From an optimization exercise on the open Yosys and OpenROAD flow, aimed at small area, a short achievable clock period and few clock cycles per item; shortcuts taken in it are not production practice.

==> 09-25 <==
==> flow/design.v (excerpt) <==
module cordic_engine #(
  parameter int WIDTH       = 16,
  parameter int ANGLE_WIDTH = 16,
  parameter int STAGES      = 14,
  parameter int GUARD       = 2,
  parameter int TAG_WIDTH   = 8
) (
  input  logic                   clock,
  input  logic                   reset,
  input  logic                   in_valid,
  output logic                   in_ready,
  input  logic                   mode_in,
  input  logic signed [WIDTH-1:0] x_in,
  input  logic signed [WIDTH-1:0] y_in,
  input  logic [ANGLE_WIDTH-1:0] angle_in,
  input  logic [TAG_WIDTH-1:0]   tag_in,
  output logic                   out_valid,
  input  logic                   out_ready,
  output logic signed [WIDTH+1:0] x_out,
  output logic signed [WIDTH+1:0] y_out,
  output logic [ANGLE_WIDTH-1:0] angle_out,
  output logic                   mode_out,
  output logic [TAG_WIDTH-1:0]   tag_out
);
  localparam int IW = WIDTH + 2 + GUARD;
  localparam int AW = ANGLE_WIDTH;
  localparam int OW = WIDTH + 2;
  localparam int ADD  = 1;
  localparam int ADDZ = 1;
  localparam logic [AW-1:0] HALF = {1'b1, {(AW-1){1'b0}}};
  function automatic logic [AW-1:0] atan_lut(input int i);
    logic [32:0] a;
    logic [32:0] r;
    case (i)
      0:  a = 33'h20000000;
      1:  a = 33'h12E4051E;
      2:  a = 33'h09FB385B;
      3:  a = 33'h051111D4;
      4:  a = 33'h028B0D43;
      5:  a = 33'h0145D7E1;
      6:  a = 33'h00A2F61E;
      7:  a = 33'h00517C55;
      8:  a = 33'h0028BE53;
      9:  a = 33'h00145F2F;
      10: a = 33'h000A2F98;
      11: a = 33'h000517CC;
      12: a = 33'h00028BE6;
      13: a = 33'h000145F3;
      14: a = 33'h0000A2FA;
      15: a = 33'h0000517D;
      16: a = 33'h000028BE;
      17: a = 33'h0000145F;
      18: a = 33'h00000A30;
      19: a = 33'h00000518;
      20: a = 33'h0000028C;
      21: a = 33'h00000146;
      22: a = 33'h000000A3;
      23: a = 33'h00000051;
      24: a = 33'h00000029;
      25: a = 33'h00000014;
      26: a = 33'h0000000A;
      27: a = 33'h00000005;
      28: a = 33'h00000003;
      29: a = 33'h00000001;
  ...
clock: 5.0 ns
lec_check: 0
cap_margin: 20
core_margin: 2
core_utilization: 55
cts_cluster_size: 30
place_density: 0.7
setup_slack_margin: 2.4
slew_margin: 20
synth_hierarchical: 1
synth_minimum_keep_size: 0
run.sh (not shown) runs the stock make flow with config.mk's settings and CLKGATE_MAP_FILE= SYNTH_SCRIPT=/design/flow/synth_recipe.tcl, a recipe that flattens the netlist after the stock synthesis.
==> 01-11 (differences from 09-25) <==
--- a/flow/design.v
+++ b/flow/design.v
@@ -72,68 +72,49 @@
     if (k <= 1)      lo_bit = GUARD;
     else if (k == 2) lo_bit = GUARD - 1;
     else             lo_bit = 0;
     if (lo_bit < 0) lo_bit = 0;
   endfunction
   function automatic int hi_bit(input int k);
     hi_bit = (k == 0) ? WIDTH + GUARD : IW - 1;
   endfunction
-  logic en;
+  function automatic bit ypol(input int w);
+    int n, l, lv;
+    lv = 0;
+    while ((1 << lv) < w) lv++;
+    n = 0;
+    for (l = 0; l < lv; l++) n += ((w - 2) >> l) & 1;
+    ypol = n % 2 == 1;
+  endfunction
+  logic en;                        
   logic v [0:STAGES];              
-  logic sv;                        
   assign out_valid = v[STAGES];
   assign en        = ~v[STAGES] | out_ready;
-  assign in_ready  = ~sv;
-  always_ff @(posedge clock or posedge reset) begin
-    if (reset) sv <= 1'b0;
-    else       sv <= ~en & (sv | in_valid);
-  end
-  logic                   sm;
-  logic [WIDTH-1:0]       sx, sy;
-  logic [ANGLE_WIDTH-1:0] sa;
-  logic [TAG_WIDTH-1:0]   st;
-  always_ff @(posedge clock) begin
-    if (~sv) begin
-      sm <= mode_in;
-      sx <= x_in;
-      sy <= y_in;
-      sa <= angle_in;
-      st <= tag_in;
-    end
-  end
-  logic                   i_m;
-  logic [WIDTH-1:0]       i_x, i_y;
-  logic [ANGLE_WIDTH-1:0] i_a;
-  logic [TAG_WIDTH-1:0]   i_t;
-  assign i_m = sv ? sm : mode_in;
-  assign i_x = sv ? sx : x_in;
-  assign i_y = sv ? sy : y_in;
-  assign i_a = sv ? sa : angle_in;
-  assign i_t = sv ? st : tag_in;
+  assign in_ready  = en;
   logic signed [IW-1:0] xs [0:STAGES];
   logic signed [IW-1:0] ys [0:STAGES];
   logic [AW-1:0]        zs [0:STAGES];
   logic                 m  [0:STAGES];
   logic [TAG_WIDTH-1:0] ts [0:STAGES];
   logic                 ds [0:STAGES];     
   logic                 dn [0:STAGES];     
   logic signed [IW-1:0] x_pre, y_pre;
   logic [WIDTH:0]       x_neg, y_neg;
   logic                 y_nz;
   logic [AW-1:0]        z_pre;
   logic                 flip;
-  assign flip = i_m ? i_x[WIDTH-1] : (i_a[AW-1] ^ i_a[AW-2]);
-  cordic_cneg #(.W(WIDTH)) u_nx (.a(i_x), .neg(flip), .y(x_neg), .nz());
-  cordic_cneg #(.W(WIDTH)) u_ny (.a(i_y), .neg(flip), .y(y_neg), .nz(y_nz));
+  assign flip = mode_in ? x_in[WIDTH-1] : (angle_in[AW-1] ^ angle_in[AW-2]);
+  cordic_cneg #(.W(WIDTH)) u_nx (.a(x_in), .neg(flip), .y(x_neg), .nz());
+  cordic_cneg #(.W(WIDTH)) u_ny (.a(y_in), .neg(flip), .y(y_neg), .nz(y_nz));
   assign x_pre = {{(IW-WIDTH-1-GUARD){x_neg[WIDTH]}}, x_neg, {GUARD{1'b0}}};
   assign y_pre = {{(IW-WIDTH-1-GUARD){y_neg[WIDTH]}}, y_neg, {GUARD{1'b0}}};
   always_comb begin
-    if (i_m) z_pre = flip ? HALF : '0;
-    else         z_pre = {i_a[AW-1] ^ flip, i_a[AW-2:0]};
+    if (mode_in) z_pre = flip ? HALF : '0;
+    else         z_pre = {angle_in[AW-1] ^ flip, angle_in[AW-2:0]};
   end
   for (genvar k = 0; k <= STAGES; k++) begin : g_st
     localparam int LO = lo_bit(k);
     localparam int HI = hi_bit(k);
     logic signed [IW-1:0] xd, yd;    
     logic [AW-1:0]        zd;
     logic                 md;
     logic                 dd;
@@ -143,43 +124,52 @@
     logic [AW-1:0]        zr;
     logic                 mr;
     logic                 dr, nr;
     logic [TAG_WIDTH-1:0] tr;
     if (k == 0) begin : g_in
       assign xd = x_pre;
       assign yd = y_pre;
       assign zd = z_pre;
-      assign md = i_m;
-      assign dd = i_m ? (y_nz & (i_y[WIDTH-1] ^ i_x[WIDTH-1])) : ~i_a[AW-2];
-      assign td = i_t;
+      assign md = mode_in;
+      assign dd = mode_in ? (y_nz & (y_in[WIDTH-1] ^ x_in[WIDTH-1])) : ~angle_in[AW-2];
+      assign td = tag_in;
       assign ld = en;
       always_ff @(posedge clock or posedge reset) begin
         if (reset) v[0] <= 1'b0;
-        else if (en) v[0] <= sv | in_valid;
+        else if (en) v[0] <= in_valid;
       end
     end else begin : g_it
       localparam int I = k - 1;
       localparam logic [AW-1:0] ATAN = atan_lut(I);
       localparam logic [AW-1:0] NATAN = -atan_lut(I);
       logic [IW:0]          xa, ya;
       logic                 d;
       logic [AW-1:0]        zn;
+      logic                 ypm, ycm;       
+      logic                 dq, dt;
+      localparam bit YCI = ~ypol(IW);
       assign d   = ds[k-1];
-      cordic_add #(.W(IW), .KIND(ADD), .SH(I)) u_x (.a(xs[k-1]), .b(ys[k-1]), .inv(d), .ci(d), .s(xa[IW:1]));
-      cordic_add #(.W(IW), .KIND(ADD), .SH(I)) u_y (.a(ys[k-1]), .b(xs[k-1]), .inv(dn[k-1]), .ci(dn[k-1]), .s(ya[IW:1]));
+      cordic_add #(.W(IW), .KIND(ADD), .SH(I)) u_x (.a(xs[k-1]), .b(ys[k-1]), .inv(d), .ci(d), .s(xa[IW:1]), .pm(), .cm());
+      cordic_add #(.W(IW), .KIND(ADD), .SH(I)) u_y (.a(ys[k-1]), .b(xs[k-1]), .inv(dn[k-1]), .ci(dn[k-1]), .s(ya[IW:1]), .pm(ypm), .cm(ycm));
       cordic_add #(.W(AW), .KIND(ADD), .KON(1'b1), .K0(ATAN), .K1(NATAN))
-        u_z (.a(zs[k-1]), .b('0), .inv(d), .ci(1'b0), .s(zn));
+        u_z (.a(zs[k-1]), .b('0), .inv(d), .ci(1'b0), .s(zn), .pm(), .cm());
       assign xa[0] = 1'b0;
       assign ya[0] = 1'b0;
       assign xd = xa[IW:1];
       assign yd = ya[IW:1];
       assign zd = zn;
       assign md = m[k-1];
-      assign dd = (k < STAGES) ? (m[k-1] ? ya[IW] : ~zn[AW-1]) : 1'b0;
+      assign dq = m[k-1] ? (ypm ^ YCI) : ~zn[AW-1];
+      cordic_and u_dt (.a(m[k-1]), .b(ycm), .y(dt));
+      if (k < STAGES) begin : g_dd
+        cordic_xor u_dd (.a(dq), .b(dt), .y(dd));
+      end else begin : g_nd
+        assign dd = 1'b0;
+      end
       assign td = ts[k-1];
       assign ld = en;
       always_ff @(posedge clock or posedge reset) begin
         if (reset) v[k] <= 1'b0;
         else if (en) v[k] <= v[k-1];
       end
     end
     always_ff @(posedge clock) begin
@@ -214,17 +204,19 @@
   parameter bit KON  = 1'b0,             
   parameter logic [W-1:0] K0 = '0,       
   parameter logic [W-1:0] K1 = '0        
 ) (
   input  logic [W-1:0] a,
   input  logic [W-1:0] b,
   input  logic         inv,
   input  logic         ci,
-  output logic [W-1:0] s
+  output logic [W-1:0] s,
+  output logic         pm,     
+  output logic         cm      
 );
   function automatic int clog2(input int n);
     clog2 = 0;
     while ((1 << clog2) < n) clog2++;
   endfunction
   localparam int L = clog2(W);
   function automatic bit comp(input int l, input int i);
     comp = (KIND == 1) ? (((i >> l) & 1) == 1) : (i >= (1 << l));
@@ -269,32 +261,42 @@
     for (genvar i = 0; i < W; i++) begin : g_b
       if (i >= W - 1 - SH) begin : g_s
         assign bb[i] = sx;
       end else begin : g_d
         assign bb[i] = bs[i] ^ inv;
       end
     end
   end
-  assign p  = a ^ bb;
-  assign g  = a & bb;
+  logic [W-1:0] pn, gn;
+  for (genvar i = 0; i < W; i++) begin : g_pg
+    if (KON && K0[i] == K1[i]) begin : g_k
+      assign pn[i] = ~(a[i] ^ K0[i]);
+      assign gn[i] = ~(a[i] & K0[i]);
+    end else begin : g_v
+      cordic_xnor u_p (.a(a[i]), .b(bb[i]), .y(pn[i]));
+      cordic_nand u_g (.a(a[i]), .b(bb[i]), .y(gn[i]));
+    end
+  end
+  assign p = ~pn;
+  assign g = ~gn;
   if (KON) begin : g_c0
-    assign gg[0][0] = g[0];                  
+    assign gg[0][0] = gn[0];                 
   end else begin : g_c0
-    cordic_cy0 u_c (.a(a[0]), .b(b[SH]), .inv(inv), .g(gg[0][0]));
+    cordic_cy0n u_c (.a(a[0]), .b(b[SH]), .inv(inv), .g(gg[0][0]));
   end
-  assign gg[0][W-1:1] = g[W-1:1];
-  assign pp[0] = p;
+  assign gg[0][W-1:1] = gn[W-1:1];
+  assign pp[0] = pn;
   for (genvar l = 0; l < L; l++) begin : g_lv
     for (genvar i = 0; i < W; i++) begin : g_b
       localparam int  J  = partner(l, i);
-      localparam bit  PI = pol(l, i);
+      localparam bit  PI = ~pol(l, i);         
       localparam bit  DO = comp(l, i);
       localparam bit  FIN = (J < (1 << l));    
-      localparam bit  PJ = (DO && J >= 0) ? pol(l, J) : 1'b0;
+      localparam bit  PJ = (DO && J >= 0) ? ~pol(l, J) : 1'b1;
       if (DO && J >= 0) begin : g_c
         logic gl, pl;
         if (PJ == PI) begin : g_same
           assign gl = gg[l][J];
           assign pl = pp[l][J];
         end else begin : g_flip
           assign gl = gx[l][J];
           assign pl = px[l][J];
@@ -325,22 +327,24 @@
       end else begin : g_nx
         assign gx[l][i] = 1'b0;
         assign px[l][i] = 1'b0;
       end
     end
   end
   logic [W-1:0] c, cp;
   assign c = {gg[L][W-2:0], ci};
+  assign pm = p[W-1];
+  assign cm = c[W-1];
   for (genvar i = 0; i < W; i++) begin : g_s
-    localparam bit PC = (i == 0) ? 1'b0 : pol(L, i - 1);
+    localparam bit PC = (i == 0) ? 1'b1 : pol(L, i - 1);
     if (PC) begin : g_n
-      cordic_xnor u_s (.a(p[i]), .b(c[i]), .y(s[i]));
+      cordic_xnor u_s (.a(pn[i]), .b(c[i]), .y(s[i]));
     end else begin : g_p
-      cordic_xor u_s (.a(p[i]), .b(c[i]), .y(s[i]));
+      cordic_xor u_s (.a(pn[i]), .b(c[i]), .y(s[i]));
     end
   end
 endmodule
 module cordic_baoi (
   input  logic gh, ph, gl, pl,
   output logic g, p
 );
   assign g = ~(gh | (ph & gl));
@@ -436,8 +440,23 @@
 endmodule
 module cordic_xnor (
   input  logic a,
   input  logic b,
   output logic y
 );
   assign y = ~(a ^ b);
 endmodule
+module cordic_nand (
+  input  logic a,
+  input  logic b,
+  output logic y
+);
+  assign y = ~(a & b);
+endmodule
+module cordic_cy0n (
+  input  logic a,
+  input  logic b,
+  input  logic inv,
+  output logic g
+);
+  assign g = ~(inv ? (a | ~b) : (a & b));
+endmodule
==> flow/config.mk (replaced) <==
export PLATFORM = sky130hd
export DESIGN_NAME = cordic_engine
export DESIGN_NICKNAME = cordic_engine
export VERILOG_FILES = /design/flow/design.v
export SDC_FILE = /design/flow/constraint.sdc
export NUM_CORES = 4
export LEC_CHECK = 0
export CAP_MARGIN = 20
export CORE_MARGIN = 2
export CORE_UTILIZATION = 55
export PLACE_DENSITY = 0.7
export SETUP_SLACK_MARGIN = 2.2
export SLEW_MARGIN = 20
export SYNTH_HIERARCHICAL = 1
export SYNTH_MINIMUM_KEEP_SIZE = 0
==> notes <==
01-11 finished clean. 09-25 ran to the end with no violations.
Of 01-11 and 09-25, 09-25 has the higher setup slack (gap 66 ps).
Between 09-25 and 01-11, the lower non-clock buffer count is in 01-11 (gap 279).
Between 01-11 and 09-25, the lower fmax is in 01-11 (gap 2.4%, measured against 09-25).
Final area: 01-11 is smaller than 09-25 (6.5%).
Function was not checked in any run of this note: the RTL went through the layout flow alone.

==> port drivers added, routing unchanged <==
In the flow no input, the clock included, has a driving cell. The finished layouts below were timed again as built, in two steps. Step 1 assumes that a clkbuf_16 drives the clock port and a buf_2 every other input. Step 2 times the ports against the registers' clock, not the clock port: input delays grow and output delays shrink by t, the midpoint of the rising clock arrivals with the driver on. a / b / c = ideal / step 1 / step 2; a / b = the first two.
run | shift t [ns] | setup WS [ns] | hold slack, ns | pins driven straight from the clock port
09-25 | 0.800 | 2.265 / 2.265 / 1.687 | 0.410 / 0.410 / 0.410 | 1
01-11 | 0.774 | 2.199 / 2.199 / 1.810 | 0.400 / 0.400 / 0.400 | 1
After both steps every run listed still meets setup and hold. The setup slack of 09-25, which loses most, moves by 0.000 ns with the drivers and by -0.578 ns with both steps.
